What follows belongs to an exercise in optimizing a design on an open flow for small area, a short achievable clock period and few clock cycles per item; a production flow would make more cautious choices.
Function was checked by simulation only, so behaviour that the tests miss may differ from the original.
Power and IR drop assume default switching activity.

File: run.sh
#!/bin/bash
# synth_recipe.tcl (not shown) runs the flow's synth.tcl, then flattens the netlist and writes it again
# the make line also repeats each setting of config.mk as NAME=value (left out here)
make -C /OpenROAD-flow-scripts/flow DESIGN_CONFIG=/design/flow/config.mk WORK_HOME=/design/flow/orfs CLKGATE_MAP_FILE= SYNTH_SCRIPT=/design/flow/synth_recipe.tcl finish
File: config.mk
export PLATFORM = sky130hd
export DESIGN_NAME = cache_bank
export DESIGN_NICKNAME = cache_bank
export VERILOG_FILES = /design/flow/design.v
export SDC_FILE = /design/flow/constraint.sdc
export NUM_CORES = 4
export LEC_CHECK = 0
export CAP_MARGIN = 20
export CORE_MARGIN = 2
export CORE_UTILIZATION = 40
export PLACE_DENSITY = 0.6
export SLEW_MARGIN = 20
File: constraint.sdc
create_clock -name core_clock -period 6.0 [get_ports {clk}]
set_input_delay 1.2000 -clock core_clock [delete_from_list [all_inputs] [get_ports {clk}]]
set_output_delay 1.2000 -clock core_clock [all_outputs]
set_load 0.01 [all_outputs]
File: design.v
package cache_bank_pkg;
    localparam int WORD_BITS      = 32;
    localparam int WORD_BYTES     = WORD_BITS / 8;
    localparam int WORDS_PER_LINE = 4;
    localparam int LINE_BITS      = WORD_BITS * WORDS_PER_LINE;
    localparam int LINE_BYTES     = WORD_BYTES * WORDS_PER_LINE;
    localparam int WSEL_BITS      = $clog2(WORDS_PER_LINE);
    localparam int NUM_SETS       = 16;
    localparam int SET_BITS       = $clog2(NUM_SETS);
    localparam int LINE_ADDR_BITS = 12;
    localparam int TAG_BITS       = LINE_ADDR_BITS - SET_BITS;
    localparam int REQ_TAG_BITS   = 4;
    typedef enum logic {
        OP_READ  = 1'b0,
        OP_WRITE = 1'b1
    } mem_op_e;
    typedef enum logic [2:0] {
        ST_INIT,
        ST_IDLE,
        ST_LOOKUP,
        ST_FILL_REQ,
        ST_FILL_WAIT,
        ST_RESPOND,
        ST_WRITE_REQ
    } bank_state_e;
    typedef struct packed {
        mem_op_e                   op;
        logic [LINE_ADDR_BITS-1:0] line_addr;
        logic [WSEL_BITS-1:0]      wsel;
        logic [WORD_BYTES-1:0]     byteen;
        logic [WORD_BITS-1:0]      data;
        logic [REQ_TAG_BITS-1:0]   tag;
    } core_req_t;
    typedef struct packed {
        logic [WORD_BITS-1:0]    data;
        logic [REQ_TAG_BITS-1:0] tag;
    } core_rsp_t;
    typedef struct packed {
        mem_op_e                   op;
        logic [LINE_ADDR_BITS-1:0] line_addr;
        logic [LINE_BYTES-1:0]     byteen;
        logic [LINE_BITS-1:0]      data;
    } mem_req_t;
endpackage
`timescale 1ns/10ps
import cache_bank_pkg::*;
module set_sweep_counter (
    input  logic                clk,
    input  logic                rst_n,
    input  logic                enable,
    output logic [SET_BITS-1:0] set_idx,
    output logic                last
);
    logic [SET_BITS-1:0] count_q;
    always_ff @(posedge clk or negedge rst_n) begin
        if (!rst_n) begin
            count_q <= '0;
        end else if (enable) begin
            count_q <= count_q + 1'b1;
        end
    end
    assign set_idx = count_q;
    assign last = enable && (count_q == SET_BITS'(NUM_SETS - 1));
endmodule
`timescale 1ns/10ps
import cache_bank_pkg::*;
module tag_store (
    input  logic                      clk,
    input  logic                      rst_n,
    input  logic                      clear,
    input  logic [SET_BITS-1:0]       clear_set,
    input  logic                      write,
    input  logic [LINE_ADDR_BITS-1:0] write_addr,
    input  logic [LINE_ADDR_BITS-1:0] lookup_addr,
    output logic                      hit
);
    logic [NUM_SETS-1:0] valid_q;
    logic [TAG_BITS-1:0] tags_q [NUM_SETS];
    logic [SET_BITS-1:0] write_set;
    logic [TAG_BITS-1:0] write_tag;
    logic [SET_BITS-1:0] lookup_set;
    logic [TAG_BITS-1:0] lookup_tag;
    assign write_set  = write_addr[SET_BITS-1:0];
    assign write_tag  = write_addr[LINE_ADDR_BITS-1:SET_BITS];
    assign lookup_set = lookup_addr[SET_BITS-1:0];
    assign lookup_tag = lookup_addr[LINE_ADDR_BITS-1:SET_BITS];
    always_ff @(posedge clk or negedge rst_n) begin
        if (!rst_n) begin
            valid_q <= '0;
        end else begin
            if (clear) begin
                valid_q[clear_set] <= 1'b0;
            end
            if (write) begin
                valid_q[write_set] <= 1'b1;
            end
        end
    end
    always_ff @(posedge clk) begin
        if (write) begin
            tags_q[write_set] <= write_tag;
        end
    end
    assign hit = valid_q[lookup_set] && (tags_q[lookup_set] == lookup_tag);
endmodule
`timescale 1ns/10ps
import cache_bank_pkg::*;
module data_store (
    input  logic                  clk,
    input  logic                  fill,
    input  logic [SET_BITS-1:0]   fill_set,
    input  logic [LINE_BITS-1:0]  fill_line,
    input  logic                  word_write,
    input  logic [SET_BITS-1:0]   write_set,
    input  logic [WSEL_BITS-1:0]  write_wsel,
    input  logic [WORD_BYTES-1:0] write_byteen,
    input  logic [WORD_BITS-1:0]  write_word,
    input  logic [SET_BITS-1:0]   read_set,
    input  logic [WSEL_BITS-1:0]  read_wsel,
    output logic [WORD_BITS-1:0]  read_word
);
    logic [WORDS_PER_LINE-1:0][WORD_BITS-1:0] lines_q [NUM_SETS];
    logic [WORD_BITS-1:0] merged_word;
    always_comb begin
        merged_word = lines_q[write_set][write_wsel];
        for (int b = 0; b < WORD_BYTES; b++) begin
            if (write_byteen[b]) begin
                merged_word[b*8 +: 8] = write_word[b*8 +: 8];
            end
        end
    end
    always_ff @(posedge clk) begin
        if (fill) begin
            lines_q[fill_set] <= fill_line;
        end else if (word_write) begin
            lines_q[write_set][write_wsel] <= merged_word;
        end
    end
    assign read_word = lines_q[read_set][read_wsel];
endmodule
`timescale 1ns/10ps
import cache_bank_pkg::*;
module bank_ctrl (
    input  logic                      clk,
    input  logic                      rst_n,
    input  logic                      core_req_valid,
    output logic                      core_req_ready,
    input  cache_bank_pkg::core_req_t                 core_req,
    output logic                      core_rsp_valid,
    input  logic                      core_rsp_ready,
    output cache_bank_pkg::core_rsp_t                 core_rsp,
    output logic                      mem_req_valid,
    input  logic                      mem_req_ready,
    output cache_bank_pkg::mem_req_t                  mem_req,
    input  logic                      mem_rsp_valid,
    output logic                      mem_rsp_ready,
    input  logic [LINE_BITS-1:0]      mem_rsp_data,
    output logic                      sweep_enable,
    input  logic                      sweep_last,
    input  logic [SET_BITS-1:0]       sweep_set,
    output logic                      tag_clear,
    output logic [SET_BITS-1:0]       tag_clear_set,
    output logic                      tag_write,
    output logic [LINE_ADDR_BITS-1:0] lookup_addr,
    input  logic                      hit,
    output logic                      data_fill,
    output logic [LINE_BITS-1:0]      fill_line,
    output logic                      word_write,
    output logic [SET_BITS-1:0]       store_set,
    output logic [WSEL_BITS-1:0]      store_wsel,
    output logic [WORD_BYTES-1:0]     store_byteen,
    output logic [WORD_BITS-1:0]      store_word,
    input  logic [WORD_BITS-1:0]      read_word
);
    cache_bank_pkg::bank_state_e state_q;
    cache_bank_pkg::bank_state_e state_d;
    cache_bank_pkg::core_req_t   req_q;
    logic        fill_fire;
    always_ff @(posedge clk or negedge rst_n) begin
        if (!rst_n) begin
            state_q <= ST_INIT;
        end else begin
            state_q <= state_d;
        end
    end
    always_comb begin
        state_d = state_q;
        case (state_q)
            ST_INIT: begin
                if (sweep_last) state_d = ST_IDLE;
            end
            ST_IDLE: begin
                if (core_req_valid) state_d = ST_LOOKUP;
            end
            ST_LOOKUP: begin
                if (req_q.op == OP_WRITE) begin
                    state_d = ST_WRITE_REQ;
                end else if (hit) begin
                    state_d = ST_RESPOND;
                end else begin
                    state_d = ST_FILL_REQ;
                end
            end
            ST_FILL_REQ: begin
                if (mem_req_ready) state_d = ST_FILL_WAIT;
            end
            ST_FILL_WAIT: begin
                if (mem_rsp_valid) state_d = ST_RESPOND;
            end
            ST_RESPOND: begin
                if (core_rsp_ready) state_d = ST_IDLE;
            end
            ST_WRITE_REQ: begin
                if (mem_req_ready) state_d = ST_IDLE;
            end
            default: state_d = ST_INIT;
        endcase
    end
    always_ff @(posedge clk) begin
        if (core_req_valid && core_req_ready) begin
            req_q <= core_req;
        end
    end
    assign core_req_ready = (state_q == ST_IDLE);
    assign core_rsp_valid = (state_q == ST_RESPOND);
    assign mem_req_valid  = (state_q == ST_FILL_REQ) || (state_q == ST_WRITE_REQ);
    assign mem_rsp_ready  = (state_q == ST_FILL_WAIT);
    assign core_rsp.data = read_word;
    assign core_rsp.tag  = req_q.tag;
    always_comb begin
        mem_req.op        = req_q.op;
        mem_req.line_addr = req_q.line_addr;
        mem_req.byteen    = '1;
        mem_req.data      = '0;
        if (req_q.op == OP_WRITE) begin
            mem_req.byteen = '0;
            mem_req.byteen[req_q.wsel*WORD_BYTES +: WORD_BYTES] = req_q.byteen;
            mem_req.data   = {WORDS_PER_LINE{req_q.data}};
        end
    end
    assign sweep_enable  = (state_q == ST_INIT);
    assign tag_clear     = (state_q == ST_INIT);
    assign tag_clear_set = sweep_set;
    assign fill_fire   = (state_q == ST_FILL_WAIT) && mem_rsp_valid;
    assign tag_write   = fill_fire;
    assign data_fill   = fill_fire;
    assign fill_line   = mem_rsp_data;
    assign lookup_addr = req_q.line_addr;
    assign word_write   = (state_q == ST_LOOKUP) && (req_q.op == OP_WRITE) && hit;
    assign store_set    = req_q.line_addr[SET_BITS-1:0];
    assign store_wsel   = req_q.wsel;
    assign store_byteen = req_q.byteen;
    assign store_word   = req_q.data;
endmodule
`timescale 1ns/10ps
import cache_bank_pkg::*;
module cache_bank (
    input  logic                      clk,
    input  logic                      rst_n,
    input  logic                      core_req_valid,
    output logic                      core_req_ready,
    input  logic                      core_req_op,
    input  logic [LINE_ADDR_BITS-1:0] core_req_line_addr,
    input  logic [WSEL_BITS-1:0]      core_req_wsel,
    input  logic [WORD_BYTES-1:0]     core_req_byteen,
    input  logic [WORD_BITS-1:0]      core_req_data,
    input  logic [REQ_TAG_BITS-1:0]   core_req_tag,
    output logic                      core_rsp_valid,
    input  logic                      core_rsp_ready,
    output logic [WORD_BITS-1:0]      core_rsp_data,
    output logic [REQ_TAG_BITS-1:0]   core_rsp_tag,
    output logic                      mem_req_valid,
    input  logic                      mem_req_ready,
    output logic                      mem_req_op,
    output logic [LINE_ADDR_BITS-1:0] mem_req_line_addr,
    output logic [LINE_BYTES-1:0]     mem_req_byteen,
    output logic [LINE_BITS-1:0]      mem_req_data,
    input  logic                      mem_rsp_valid,
    output logic                      mem_rsp_ready,
    input  logic [LINE_BITS-1:0]      mem_rsp_data
);
    cache_bank_pkg::core_req_t core_req;
    cache_bank_pkg::core_rsp_t core_rsp;
    cache_bank_pkg::mem_req_t  mem_req;
    assign core_req.op        = cache_bank_pkg::mem_op_e'(core_req_op);
    assign core_req.line_addr = core_req_line_addr;
    assign core_req.wsel      = core_req_wsel;
    assign core_req.byteen    = core_req_byteen;
    assign core_req.data      = core_req_data;
    assign core_req.tag       = core_req_tag;
    assign core_rsp_data      = core_rsp.data;
    assign core_rsp_tag       = core_rsp.tag;
    assign mem_req_op         = mem_req.op;
    assign mem_req_line_addr  = mem_req.line_addr;
    assign mem_req_byteen     = mem_req.byteen;
    assign mem_req_data       = mem_req.data;
    logic                      sweep_enable;
    logic                      sweep_last;
    logic [SET_BITS-1:0]       sweep_set;
    logic                      tag_clear;
    logic [SET_BITS-1:0]       tag_clear_set;
    logic                      tag_write;
    logic [LINE_ADDR_BITS-1:0] lookup_addr;
    logic                      hit;
    logic                      data_fill;
    logic [LINE_BITS-1:0]      fill_line;
    logic                      word_write;
    logic [SET_BITS-1:0]       store_set;
    logic [WSEL_BITS-1:0]      store_wsel;
    logic [WORD_BYTES-1:0]     store_byteen;
    logic [WORD_BITS-1:0]      store_word;
    logic [WORD_BITS-1:0]      read_word;
    bank_ctrl u_ctrl (
        .clk            (clk),
        .rst_n          (rst_n),
        .core_req_valid (core_req_valid),
        .core_req_ready (core_req_ready),
        .core_req       (core_req),
        .core_rsp_valid (core_rsp_valid),
        .core_rsp_ready (core_rsp_ready),
        .core_rsp       (core_rsp),
        .mem_req_valid  (mem_req_valid),
        .mem_req_ready  (mem_req_ready),
        .mem_req        (mem_req),
        .mem_rsp_valid  (mem_rsp_valid),
        .mem_rsp_ready  (mem_rsp_ready),
        .mem_rsp_data   (mem_rsp_data),
        .sweep_enable   (sweep_enable),
        .sweep_last     (sweep_last),
        .sweep_set      (sweep_set),
        .tag_clear      (tag_clear),
        .tag_clear_set  (tag_clear_set),
        .tag_write      (tag_write),
        .lookup_addr    (lookup_addr),
        .hit            (hit),
        .data_fill      (data_fill),
        .fill_line      (fill_line),
        .word_write     (word_write),
        .store_set      (store_set),
        .store_wsel     (store_wsel),
        .store_byteen   (store_byteen),
        .store_word     (store_word),
        .read_word      (read_word)
    );
    set_sweep_counter u_sweep (
        .clk     (clk),
        .rst_n   (rst_n),
        .enable  (sweep_enable),
        .set_idx (sweep_set),
        .last    (sweep_last)
    );
    tag_store u_tags (
        .clk         (clk),
        .rst_n       (rst_n),
        .clear       (tag_clear),
        .clear_set   (tag_clear_set),
        .write       (tag_write),
        .write_addr  (lookup_addr),
        .lookup_addr (lookup_addr),
        .hit         (hit)
    );
    data_store u_data (
        .clk          (clk),
        .fill         (data_fill),
        .fill_set     (store_set),
        .fill_line    (fill_line),
        .word_write   (word_write),
        .write_set    (store_set),
        .write_wsel   (store_wsel),
        .write_byteen (store_byteen),
        .write_word   (store_word),
        .read_set     (store_set),
        .read_wsel    (store_wsel),
        .read_word    (read_word)
    );
endmodule
==> summary.txt <==
-- worst max-delay path, cell delays in order, from the launching register on --
cell	delay [ns]
dfxtp_4	0.80
buf_12	0.38
buf_12	0.27
buf_4	0.41
mux4_2	0.27
a22oi_1	0.09
and3_1	0.26
nor3_1	0.48
buf_4	0.20
clkdlybuf4s50_1	0.54
-- through the flow --
stage | hold WS [ns] | setup slack [ns]
final | 0.318 | 0.0940
after global routing | 0.334 | 0.00458
after CTS | 0.491 | 0.0383
after detailed placement | 0.480 | 0.669
after global placement | 0.466 | 0.457
after floorplan | 0.443 | 1.33
-- cell type report --
class | count | area [sq um] | share of cell area
Sequential cell | 2258 | 67700 | 0.625
Multi-Input combinational cell | 1907 | 21400 | 0.198
Timing Repair Buffer | 762 | 7970 | 0.0736
Clock buffer | 289 | 5870 | 0.0542
Tap cell | 2992 | 3740 | 0.0346
Clock inverter | 127 | 1120 | 0.0104
Inverter | 136 | 513 | 0.00474
Antenna cell | 5 | 12.5 | 0.000116
-- logic make-up after synthesis --
family / synth area share
flops: 0.745
mux: 0.153
compound gates: 0.0413
simple gates: 0.0257
buf+inv: 0.0311
fa+ha+maj: 0.00152
xor+xnor: 0.00174
-- power groups by stage --
stage	combinational [uW]	sequential (uW)	clock, uW
final	10900	18000	13500
after CTS	10900	18000	13700
after floorplan	6190	18100	0
after detailed placement	10800	18400	0
after global placement	10800	18400	0
after global routing	11400	18000	14300
-- metal layers --
metal,part of all wire,global-route usage
met1,0.39,0.313
met2,0.48,0.384
met3,0.087,0.0520
met4,0.044,0.102
met5,0,0
-- registers in the layout (all words and copies together), names as in the netlist, named ones only --
register         flops
u_data.lines_q    2048
u_sweep.count_q      4
u_ctrl.req_q        55
u_tags.valid_q      16
u_ctrl.state_q       3
u_tags.tags_q      128
-- placed cells by master, fill, tap and decap left out, drive strengths merged, types with 12 or more instances in the layout --
master         Yosys  final
o21ai             55     55
nor2b             21     21
clkinv             2    106
mux2i            463    463
nand2            202    202
a221oi            53     53
mux2              20     20
a21oi            131    131
clkbuf           107    292
a22oi            172    172
inv              134    141
clkdlybuf4s50      0    384
and2              62     62
o41a              12     12
edfxtp          2231   2231
nor2              41     41
and3              48     48
xnor2             12     12
dfrtp             23     23
a211oi            25     25
bufinv             0     13
buf              282    375
nand3             27     27
mux4             402    402
a22o              18     18
nor3              22     22
-- repair_timing --
| action | in CTS | in global routing |
|---|---|---|
| setup buffers | 2 | 0 |
| endpoints found under the setup margin | 8 | 1 |
| resized for setup | 3 | 1 |
| pin swaps | 0 | 0 |
-- worst paths after layout --
path	startpoint	endpoint	depth (start not counted)
worst min-delay path	rst_n	u_sweep.count_q[2]$_DFFE_PN0P_	1
worst max register to register	flop	u_data.lines_q[5][5]$_DFFE_PP_	10
worst max-delay path	flop	core_rsp_data[1]	9
max in group asynchronous	rst_n	u_tags.valid_q[2]$_DFF_PN0_	1
min in group core_clock	u_tags.valid_q[12]$_DFF_PN0_	u_tags.valid_q[12]$_DFF_PN0_	2
worst min register to register	u_tags.valid_q[12]$_DFF_PN0_	u_tags.valid_q[12]$_DFF_PN0_	2
==> summary.txt <==
CTS
  • Reg clk slew, reported paths: roughly 0.060 ns
  • Clock tree sinks: 2258
  • Max Root-Sink Buffers: 3
  • H-tree depth: 4
  • Clock Tree Root: clkbuf_16
  • Clock buffer count from CTS: between 200 and 250
  • CTS tree: done
  • Insertion delay to the later sink of the worst-skew pair: a little under 0.9 ns
  • Hold Buf Count CTS: 0

Layout
  • Fill count: 18600
  • Layout cells sized above 1: 0.233
  • Final instance area: 0.108 sq mm
  • Fin nets: 5490
  • Non-filler instance count after layout: 8476
  • Post-layout util: 0.481
  • Synthesis-to-layout area growth: 19.3%

Floorplan
  • Cell Rows: 174
  • Die height: around 480 microns
  • I/O Pins: about 390
  • Die area: between 0.2 and 0.25 sq mm
  • Core area: ~0.23 sq mm
  • Die X: 480 microns
  • Initial Utilization: 0.403

Routing
  • Vias: 49200
  • Iter 0 DRT Violations: just under 6000
  • Per-cell routed wire length: 33.0 microns
  • DRC: 0
  • Via density: approximately 5.8
  • Pre-Repair DR Iteration Count: 8
  • Drt total wl: 279000 microns
  • Antenna Violating Nets Remaining: 0

Synth
  • Synth Warn #: 16
  • Area contributors post-synth: edfxtp_1 (74%), mux4_2 (9.9%), mux2i_1 (5.1%), a22oi_1 (1.4%), buf_4 (1.4%)
  • Ys flop type: edfxtp_1
  • Asr flop ratio synth: 0.0102
  • Top cell type's share of synthesized area: 0.738
  • Flops & latches, synth: 2258
  • Syn Inst Count: 4690
  • Seq/Total Area, Yosys: 0.745
  • Most frequent cell after synthesis: edfxtp_1
  • Count of flip-flops with a built-in enable after synthesis: 2231
  • Synth area leader: edfxtp_1
  • Synthesized Nets: approximately 4900
  • Syn avg cell area: 19.4 sq um
  • Synth cell types: 70
  • Synth cell count leaders: edfxtp_1 (2231), mux2i_1 (463), mux4_2 (401)
  • Netlist Area Pre-Place: a little over 0.09 sq mm

Pwr
  • Clock Power Share: 0.318
  • Proportion of power drawn by flip-flops and latches: 0.424
  • Sw Ratio: 0.304
  • P_leak: 0.0352 uW
  • PD cells: 392 mW/mm^2
  • Combinational Power Share: 0.258
  • Total power: 42500 uW
  • Worst VDD drop: 0.000336 V
  • Net load switching power: 12900 uW
  • Cell internal pwr: 29600 uW

GRT
  • Number of global-route vias before repair: 48700
  • Initial antenna violation count: 7
  • Largest net degree at the start of global routing: 85
  • Overflow after GRT: 0
  • First-pass GRT wire length: 384000 microns
  • GRT Util Overall: 0.239

Timing
  • Final min period: 5.91 ns
  • F_max: ~0.17 GHz
  • Slew headroom: 0.211
  • Unrepaired setup endpoints after global routing: no
  • Worst Max-Slew Pin Slew: 1.18 ns
  • Clock skew: 0.0791 ns
  • Final setup violation count: 0
  • Setup TNS: 0 ns
  • Final hold violations: 0
  • Tcrit/Tclk final: 0.984
  • Slew Viols, Final: 0

Worst setup path
  • CP arrival: 4.71 ns
  • Worst setup EP type: output pin
  • Critical Path Fanout Max: 34
  • CP Launch Type: flop
  • Flop2flop setup slack: 0.99 ns
  • CP Data Required Time: 4.80 ns
  • Critical path class: reg -> out

Placement
  • Cell Area, Placed: 0.101 sq mm
  • GPL Wtd Cong: about 0.85
  • Detailed-placement wirelength estimate: 175000 microns
  • PortBufs: 385
  • Cells after DPL: just over 8000

Run status
  • Outcome: finished clean

Flow run
  • Max_cap viols: 0

Worst hold path
  • Min-Delay Path Class: in -> async
Testbench counts, summed over its fixed seeds: cycles 95,737, requests 24,000.

[separate check: timing with driven ports]
The results above use ideal ports. As a check the final layout listed here was re-extracted and re-timed, cells and wires unchanged.
Step 1 (the two cells are an assumption about what drives the block):
set clk [get_ports {clk}]
set_driving_cell -lib_cell sky130_fd_sc_hd__clkbuf_16 $clk
set_driving_cell -lib_cell sky130_fd_sc_hd__buf_2 [delete_from_list [all_inputs] $clk]
Step 2 times the ports against the registers' clock, not the clock port: input delays grow and output delays shrink by t, the midpoint of the rising clock arrivals with the driver on.
a / b / c = no drivers / after step 1 / after step 2; a / b = the first two.
shift t [ns]: 0.937
setup WS [ns]: 0.094 / 0.003 / 0.940
slew at the worst register clock pin (ns): 0.07 / 0.07
After both steps this run still meets setup and hold. For this run, drivers alone change the setup slack by -0.091 ns; drivers and shift together by +0.846 ns.
